Context: an optimization exercise on an open-source flow, tuned for small area and a short achievable clock period. The choices shown serve that exercise and are no tape-out recipe. Only simulation tests tie the RTL to the original design; equivalence was not proved.

==> flow/design.v (excerpt) <==
module bbox_raster #(
    parameter int SIGFIG     = 24,
    parameter int RADIX      = 10,
    parameter int PIPE_DEPTH = 3
) (
    input  logic                     clk,
    input  logic                     arst_n,
    input  logic [3*SIGFIG-1:0]      tri_x,
    input  logic [3*SIGFIG-1:0]      tri_y,
    input  logic                     tri_valid,
    input  logic                     halt_n,
    input  logic signed [SIGFIG-1:0] screen_x,
    input  logic signed [SIGFIG-1:0] screen_y,
    input  logic [3:0]               msaa_mode,
    output logic [3*SIGFIG-1:0]      out_tri_x,
    output logic [3*SIGFIG-1:0]      out_tri_y,
    output logic signed [SIGFIG-1:0] box_ll_x,
    output logic signed [SIGFIG-1:0] box_ll_y,
    output logic signed [SIGFIG-1:0] box_ur_x,
    output logic signed [SIGFIG-1:0] box_ur_y,
    output logic                     out_valid
);
    localparam int NV = 244;
    logic advance;
    assign advance = halt_n || !out_valid;
    logic [2:0] keep_in;
    always_comb begin
        case (msaa_mode)
            raster_fixed_pkg::MSAA_4X:  keep_in = 3'b100;
            raster_fixed_pkg::MSAA_16X: keep_in = 3'b110;
            raster_fixed_pkg::MSAA_64X: keep_in = 3'b111;
            default:                    keep_in = 3'b000;
        endcase
    end
    logic signed [SIGFIG-1:0] x0, x1, x2, y0, y1, y2;
    assign {x2, x1, x0} = tri_x;
    assign {y2, y1, y0} = tri_y;
    logic signed [SIGFIG:0] dx10, dx21, dy10, dy21;
    assign dx10 = x1 - x0;
    assign dx21 = x2 - x1;
    assign dy10 = y1 - y0;
    assign dy21 = y2 - y1;
    logic [2:0] cmp_x, cmp_y;
    assign cmp_x = {x2 < x0, dx21[SIGFIG], dx10[SIGFIG]};
    assign cmp_y = {y2 < y0, dy21[SIGFIG], dy10[SIGFIG]};
    logic                     v1;
    logic [3*SIGFIG-1:0]      s1_x, s1_y;
    logic signed [SIGFIG-1:0] s1_sx, s1_sy;
    logic [2:0]               s1_keep;
    logic signed [SIGFIG:0]   s1_dx10, s1_dx21, s1_dy10, s1_dy21;
    logic [2:0]               s1_cx, s1_cy;
    always_ff @(posedge clk or negedge arst_n) begin
        if (!arst_n)      v1 <= 1'b0;
        else if (advance) v1 <= tri_valid;
    end
    always_ff @(posedge clk) begin
        if (advance) begin
            s1_x    <= tri_x;
            s1_y    <= tri_y;
  ...
Size: ~6000 cells after synthesis, roughly 0.067 mm^2 of cells after synthesis.
clock: 14.0 ns
lec_check: 0
abc_area: 1
cap_margin: 20
core_margin: 2
core_utilization: 40
cts_buf_list: sky130_fd_sc_hd__clkbuf_16
cts_cluster_diameter: 150
cts_cluster_size: 26
slew_margin: 20
standard.sh (not shown) runs the stock make flow with config.mk's settings and CLKGATE_MAP_FILE= SYNTH_SCRIPT=/design/flow/synth_recipe.tcl, a recipe that flattens the netlist after the stock synthesis.
==> flow/flow/run.sh <==
#!/bin/bash
set -euo pipefail
MARGIN=$(cat flow/margin.txt)
KNOBS=(SETUP_SLACK_MARGIN=$MARGIN "BUFFER_PORTS_ARGS=-buffer_cell sky130_fd_sc_hd__buf_2")
RES=orfs/results/$FLOW_PLATFORM/bbox_raster/base
bash standard.sh "${KNOBS[@]}" synth > make_synth.log 2>&1
cp $RES/1_2_yosys.v $RES/1_2_yosys.standard.v
python3 flow/fixpol.py $RES/1_2_yosys.v > fixpol.log 2>&1
rm -f $RES/1_synth.odb $RES/1_synth.sdc
bash standard.sh "${KNOBS[@]}" finish > make_finish.log 2>&1
==> flow/flow/margin.txt <==
9.8
Other scripts of this flow, unchanged in this note and not shown: flow/flow/fixpol.py
Then changed:
Settings changed: CTS_BUF_LIST sky130_fd_sc_hd__clkbuf_16 to sky130_fd_sc_hd__clkbuf_8 sky130_fd_sc_hd__clkbuf_16, CTS_CLUSTER_SIZE 26 to 22.
What happened:
- fmax is lower slightly
- clock-buffer cell count rose by 5
- via count came out higher slightly
- final area hardly moves
- final cell count barely changes
- wire length stays flat
- setup slack degrades by 0.018 ns
Then changed:
==> flow/flow/margin.txt (replaced) <==
9.7
=> The new run completed without violations; area after synthesis does not change; wire length is about the same; die area stays the same; utilization fell by 0.13 points; final area is about the same.
Then changed:
==> flow/flow/margin.txt (replaced) <==
9.9
- non-clock buffer count grows by 26
- global-route usage came out higher by 0.15 points
- final cell count climbs by 0.31%
- setup slack gains 0.15 ns

Another version of the RTL of bbox_raster (not shown whole).
For scale: ~910 flip-flops, about 440 I/O pins, about 0.066 mm² of cells after synthesis.
// bbox_raster
module bbox_raster #(
    parameter int SIGFIG     = 24,
    parameter int RADIX      = 10,
    parameter int PIPE_DEPTH = 3
) (
    input  logic                     clk,
    input  logic                     arst_n,
    input  logic [3*SIGFIG-1:0]      tri_x,
    input  logic [3*SIGFIG-1:0]      tri_y,
    input  logic                     tri_valid,
    input  logic                     halt_n,
    input  logic signed [SIGFIG-1:0] screen_x,
    input  logic signed [SIGFIG-1:0] screen_y,
    input  logic [3:0]               msaa_mode,
    output logic [3*SIGFIG-1:0]      out_tri_x,
    output logic [3*SIGFIG-1:0]      out_tri_y,
    output logic signed [SIGFIG-1:0] box_ll_x,
    output logic signed [SIGFIG-1:0] box_ll_y,
    output logic signed [SIGFIG-1:0] box_ur_x,
    output logic signed [SIGFIG-1:0] box_ur_y,
    output logic                     out_valid
);
Settings: LEC_CHECK=0, ABC_AREA=1, CAP_MARGIN=20, CORE_MARGIN=2, CORE_UTILIZATION=40, SLEW_MARGIN=20; clock period 14.0 ns.
==> flow/flow/run.sh <==
#!/bin/bash
set -euo pipefail
MARGIN=$(cat flow/margin.txt)
bash standard.sh SETUP_SLACK_MARGIN=$MARGIN \
    "BUFFER_PORTS_ARGS=-buffer_cell sky130_fd_sc_hd__buf_2" finish > make_finish.log 2>&1
==> flow/flow/margin.txt <==
9.8
The baseline went through all stages and came out clean.
Next try:
==> flow/flow/run.sh (replaced) <==
#!/bin/bash
set -euo pipefail
MARGIN=$(cat flow/margin.txt)
bash standard.sh SETUP_SLACK_MARGIN=$MARGIN finish > make_finish.log 2>&1
==> flow/flow/margin.txt (replaced) <==
9.5
After rerunning: The changed run went through all stages and came out clean. Sequential share of layout area is higher by 0.66 points. Via count is lower by a few percent. Setup slack got worse by 0.085 ns. Area after synthesis stays the same. Count of clock-buffer cells in the layout is lower by 13. Cell area is lower slightly. Die area is unchanged. Register-to-register slack got worse by 0.06 ns. Flip-flop and latch count stays the same. Final cell count is lower by a few percent.
Next try:
==> flow/flow/run.sh (replaced) <==
#!/bin/bash
set -euo pipefail
MARGIN=$(cat flow/margin.txt)
bash standard.sh SETUP_SLACK_MARGIN=$MARGIN \
    "BUFFER_PORTS_ARGS=-buffer_cell sky130_fd_sc_hd__buf_2" finish > make_finish.log 2>&1
What happened: Routed wire length fell by 0.86%. Hold slack is worse by 0.0096 ns. Worst setup slack is worse by 0.0034 ns. Sequential share of layout area rose by 1.3 points. Global-route usage hardly moves. Die area is unchanged.

bbox_raster, a different RTL version from the one above (not shown whole).
For scale: roughly 6100 cells after synthesis, roughly 69000 µm² of cells after synthesis.
// bbox_raster
module bbox_raster #(
    parameter int SIGFIG     = 24,
    parameter int RADIX      = 10,
    parameter int PIPE_DEPTH = 3
) (
    input  logic                     clk,
    input  logic                     arst_n,
    input  logic [3*SIGFIG-1:0]      tri_x,
    input  logic [3*SIGFIG-1:0]      tri_y,
    input  logic                     tri_valid,
    input  logic                     halt_n,
    input  logic signed [SIGFIG-1:0] screen_x,
    input  logic signed [SIGFIG-1:0] screen_y,
    input  logic [3:0]               msaa_mode,
    output logic [3*SIGFIG-1:0]      out_tri_x,
    output logic [3*SIGFIG-1:0]      out_tri_y,
    output logic signed [SIGFIG-1:0] box_ll_x,
    output logic signed [SIGFIG-1:0] box_ll_y,
    output logic signed [SIGFIG-1:0] box_ur_x,
    output logic signed [SIGFIG-1:0] box_ur_y,
    output logic                     out_valid
);
clock: 14.0 ns
lec_check: 0
abc_area: 1
cap_margin: 20
core_margin: 2
core_utilization: 40
cts_buf_list: sky130_fd_sc_hd__clkbuf_8 sky130_fd_sc_hd__clkbuf_16
cts_cluster_diameter: 150
cts_cluster_size: 22
slew_margin: 20
==> flow/flow/run.sh <==
#!/bin/bash
set -euo pipefail
MARGIN=$(cat flow/margin.txt)
KNOBS=(SETUP_SLACK_MARGIN=$MARGIN "BUFFER_PORTS_ARGS=-buffer_cell sky130_fd_sc_hd__buf_2")
RES=orfs/results/$FLOW_PLATFORM/bbox_raster/base
bash standard.sh "${KNOBS[@]}" synth > make_synth.log 2>&1
cp $RES/1_2_yosys.v $RES/1_2_yosys.standard.v
python3 flow/fixpol.py $RES/1_2_yosys.v > fixpol.log 2>&1
rm -f $RES/1_synth.odb $RES/1_synth.sdc
bash standard.sh "${KNOBS[@]}" finish > make_finish.log 2>&1
==> flow/flow/margin.txt <==
9.8
Other scripts of this flow, unchanged in this note and not shown: flow/flow/fixpol.py
Then changed:
==> flow/flow/margin.txt (replaced) <==
9.9
The new run went through all stages and came out clean.
Hold slack hardly moves.
Worst setup slack is better by 0.042 ns.
Via count grows by 0.76%.
Global-route usage is about the same.
Design area rose by 1.2%.
Sequential share of layout area falls by 0.46 points.

juniper:
Another version of the RTL of bbox_raster (not shown whole).
Size in the first run: ~440 I/O pins, ~67,000 µm² of cells after synthesis.
Settings: LEC_CHECK=0, ABC_AREA=1, CAP_MARGIN=20, CORE_MARGIN=2, CORE_UTILIZATION=40, CTS_BUF_LIST=sky130_fd_sc_hd__clkbuf_8 sky130_fd_sc_hd__clkbuf_16, CTS_CLUSTER_DIAMETER=150, CTS_CLUSTER_SIZE=22, SLEW_MARGIN=20; clock period 14.0 ns.
==> flow/flow/margin.txt <==
9.9
Scripts as last shown in full above: flow/flow/run.sh
Other scripts of this flow, unchanged in this note and not shown: flow/flow/fixpol.py
juniper finished end to end and its layout was clean on timing, DRC and antenna.
Input changes introduced in amber (baseline for comparison: juniper):
==> flow/flow/margin.txt <==
9.8
### Flow results
Per the comparison of amber with juniper, number of antenna violations at the first check in global routing went up; non-clock buffer count shrank by 50; global-route wire length before repair now sits lower. The endpoint of the most critical setup path comes out s2_bf[99]$_DFFE_PP_ in one run and s2_bf[54]$_DFFE_PP_ in the other, namely in amber and juniper respectively. Sort juniper and amber by setup slack after layout asc -> top: amber. Cmp juniper and amber / relative slew slack / higher: juniper. Comparing juniper with amber, the worst hold margin came out essentially unchanged.

RTL: one of the versions met above, not the one the previous note started from.
For scale: roughly 0.068 sq mm of cells after synthesis.
export LEC_CHECK = 0
export ABC_AREA = 1
export CAP_MARGIN = 20
export CORE_MARGIN = 2
export CORE_UTILIZATION = 55
export PLACE_DENSITY = 0.68
export SLEW_MARGIN = 20
create_clock -name core_clock -period 14.0 [get_ports {clk}]
==> flow/flow/run.sh <==
#!/bin/bash
set -euo pipefail
MARGIN=$(cat flow/margin.txt)
bash standard.sh SETUP_SLACK_MARGIN=$MARGIN \
    "BUFFER_PORTS_ARGS=-buffer_cell sky130_fd_sc_hd__buf_2" finish > make_finish.log 2>&1
==> flow/flow/margin.txt <==
9.8
Then changed:
==> flow/flow/margin.txt (replaced) <==
10.1
--- a/flow/config.mk
+++ b/flow/config.mk
@@ -11,2 +11 @@
-export CORE_UTILIZATION = 55
-export PLACE_DENSITY = 0.68
+export CORE_UTILIZATION = 40
The changed run completed without violations.
Die area climbs by 37%.
Sequential share of layout area drops by 2.1 points.
Hold slack is about the same.
Design area climbs by about 6%.
Utilization drops by 14 points.
Critical path depth drops by 11.
Routed wire length climbs by about 8%.
Fmax climbs by 2.2%.
Via count climbs by 1.9%.
Non-clock buffer count climbs by 95.

bbox_raster again, from the RTL that the note above started with.
==> flow/config.mk <==
export PLATFORM = sky130hd
export DESIGN_NAME = bbox_raster
export DESIGN_NICKNAME = bbox_raster
export VERILOG_FILES = /design/flow/design.v
export SDC_FILE = /design/flow/constraint.sdc
export NUM_CORES = 4
export LEC_CHECK = 0
export ABC_AREA = 1
export CAP_MARGIN = 20
export CORE_MARGIN = 2
export CORE_UTILIZATION = 40
export CTS_BUF_LIST = sky130_fd_sc_hd__clkbuf_16
export CTS_CLUSTER_DIAMETER = 150
export CTS_CLUSTER_SIZE = 26
export SLEW_MARGIN = 20
==> flow/constraint.sdc <==
create_clock -name core_clock -period 14.0 [get_ports {clk}]
set_input_delay 2.8000 -clock core_clock [delete_from_list [all_inputs] [get_ports {clk}]]
set_output_delay 2.8000 -clock core_clock [all_outputs]
set_load 0.01 [all_outputs]
==> flow/flow/margin.txt <==
9.8
Scripts as last shown in full above: flow/flow/run.sh
Then changed:
CTS_BUF_LIST = sky130_fd_sc_hd__clkbuf_8 sky130_fd_sc_hd__clkbuf_16   (was sky130_fd_sc_hd__clkbuf_16)
CTS_CLUSTER_SIZE = 22   (was 26)
TNS_END_PERCENT = 5   (was default)
Global-route usage hardly moves. Wire length is about the same. Non-clock buffer count falls by 12. Final area hardly moves. Setup slack loses 0.077 ns.

bbox_raster again, from the RTL that the note above started with.
==> flow/config.mk <==
export PLATFORM = sky130hd
export DESIGN_NAME = bbox_raster
export DESIGN_NICKNAME = bbox_raster
export VERILOG_FILES = /design/flow/design.v
export SDC_FILE = /design/flow/constraint.sdc
export NUM_CORES = 4
export LEC_CHECK = 0
export ABC_AREA = 1
export CAP_MARGIN = 20
export CORE_MARGIN = 2
export CORE_UTILIZATION = 40
export CTS_BUF_LIST = sky130_fd_sc_hd__clkbuf_8 sky130_fd_sc_hd__clkbuf_16
export CTS_CLUSTER_DIAMETER = 150
export CTS_CLUSTER_SIZE = 22
export GPL_ROUTABILITY_DRIVEN = 0
export SLEW_MARGIN = 20
==> flow/constraint.sdc <==
create_clock -name core_clock -period 14.0 [get_ports {clk}]
set_input_delay 2.8000 -clock core_clock [delete_from_list [all_inputs] [get_ports {clk}]]
set_output_delay 2.8000 -clock core_clock [all_outputs]
set_load 0.01 [all_outputs]
Scripts as last shown in full above: flow/flow/run.sh, flow/flow/margin.txt
The starting point ran to the end with no violations.
Change:
CTS_BUF_LIST = default   (was sky130_fd_sc_hd__clkbuf_8 sky130_fd_sc_hd__clkbuf_16)
CTS_CLUSTER_DIAMETER = default   (was 150)
CTS_CLUSTER_SIZE = default   (was 22)
GPL_ROUTABILITY_DRIVEN = default   (was 0)
Outcome:
- non-clock buffer count is lower by 8
- area after synthesis does not change
- die area does not change
- via count went up slightly
- setup slack improves by 11 ps
- final area came out higher by a few percent
- register-to-register slack gets better by 30 ps
- utilization climbs by 1.2 points
Change:
CTS_BUF_LIST = sky130_fd_sc_hd__clkbuf_8 sky130_fd_sc_hd__clkbuf_16   (was default)
CTS_CLUSTER_SIZE = 32   (was default)
Outcome: Design area is about the same. Wire length hardly moves. Global-route usage does not change. First-iteration DRC count fell by 0.84%. Flip-flop and latch count does not change. Hold slack hardly moves. Register-to-register slack stays flat. Worst setup slack loses 8.1 ps. Synthesized area does not change.
Change:
==> flow/flow/margin.txt (replaced) <==
9.5
CTS_BUF_LIST = default   (was sky130_fd_sc_hd__clkbuf_8 sky130_fd_sc_hd__clkbuf_16)
CTS_CLUSTER_SIZE = default   (was 32)
- The changed run passed the timing, DRC and antenna checks
- global-route usage hardly moves
- final area went down by 0.91%
- sequential cell count is unchanged
- sequential share of layout area went up by 0.35 points
- area after synthesis stays the same
Change:
==> flow/flow/margin.txt (replaced) <==
9.8
CTS_BUF_LIST = sky130_fd_sc_hd__clkbuf_8 sky130_fd_sc_hd__clkbuf_16   (was default)
CTS_CLUSTER_DIAMETER = 150   (was default)
CTS_CLUSTER_SIZE = 22   (was default)
The new run completed with no timing, DRC or antenna violations.
Cell area is lower by 1.4%.
Clock-buffer cell count shrinks by 75.
Cell count is lower by 1.1%.

[re-timing with driven ports]
The flow's constraints put no driver on any port. The routed layouts listed below were extracted and timed again, unchanged, in two steps. Step 1, drivers: a clkbuf_16 drives clk and a buf_2 each remaining input, both assumed. Step 2 adds t to the input delays and takes it off the output delays; t is the mean of the earliest and latest rising clock arrival at the registers after step 1. Input paths then give back, and output paths get back, about the clock's delay inside the block. a / b / c = ideal ports / drivers / drivers and shift; a / b = the first two.
run	shift t [ns]	slack for setup (ns)	hold WS [ns]
the first run of note 1	0.772	9.791 / 9.752 / 9.019	0.412 / 0.412 / 0.412
the second run of note 1	0.774	9.772 / 9.767 / 9.046	0.411 / 0.411 / 0.411
the third run of note 1	0.772	9.679 / 9.679 / 9.051	0.409 / 0.409 / 0.409
the fourth run of note 1	0.773	9.828 / 9.761 / 9.139	0.412 / 0.412 / 0.412
the first run of note 2	0.803	9.608 / 9.608 / 9.001	0.373 / 0.373 / 0.373
the second run of note 2	0.815	9.523 / 9.443 / 8.722	0.387 / 0.387 / 0.387
the third run of note 2	0.797	9.520 / 9.520 / 8.896	0.377 / 0.377 / 0.377
the first run of note 3	0.774	9.819 / 9.773 / 9.108	0.417 / 0.417 / 0.417
the second run of note 3	0.778	9.861 / 9.772 / 9.124	0.418 / 0.418 / 0.418
juniper	0.771	9.831 / 9.792 / 9.135	0.399 / 0.399 / 0.399
amber	0.772	9.701 / 9.701 / 9.073	0.398 / 0.398 / 0.398
the first run of note 5	0.787	9.743 / 9.743 / 9.147	0.403 / 0.403 / 0.403
the second run of note 5	0.809	9.835 / 9.752 / 9.287	0.405 / 0.405 / 0.405
the first run of note 6	0.748	9.767 / 9.683 / 9.170	0.394 / 0.394 / 0.394
the second run of note 6	0.751	9.690 / 9.659 / 9.043	0.409 / 0.409 / 0.409
the first run of note 7	0.764	9.823 / 9.787 / 9.092	0.415 / 0.415 / 0.415
the second run of note 7	0.810	9.834 / 9.751 / 9.085	0.405 / 0.405 / 0.405
the third run of note 7	0.805	9.826 / 9.743 / 9.094	0.406 / 0.406 / 0.406
the fourth run of note 7	0.811	9.530 / 9.530 / 8.804	0.402 / 0.402 / 0.402
the fifth run of note 7	0.755	9.774 / 9.691 / 9.151	0.410 / 0.410 / 0.410
After both steps every run listed still meets setup and hold. The setup slack of the second run of note 2, which loses most, moves by -0.080 ns with the drivers and by -0.801 ns with both steps.
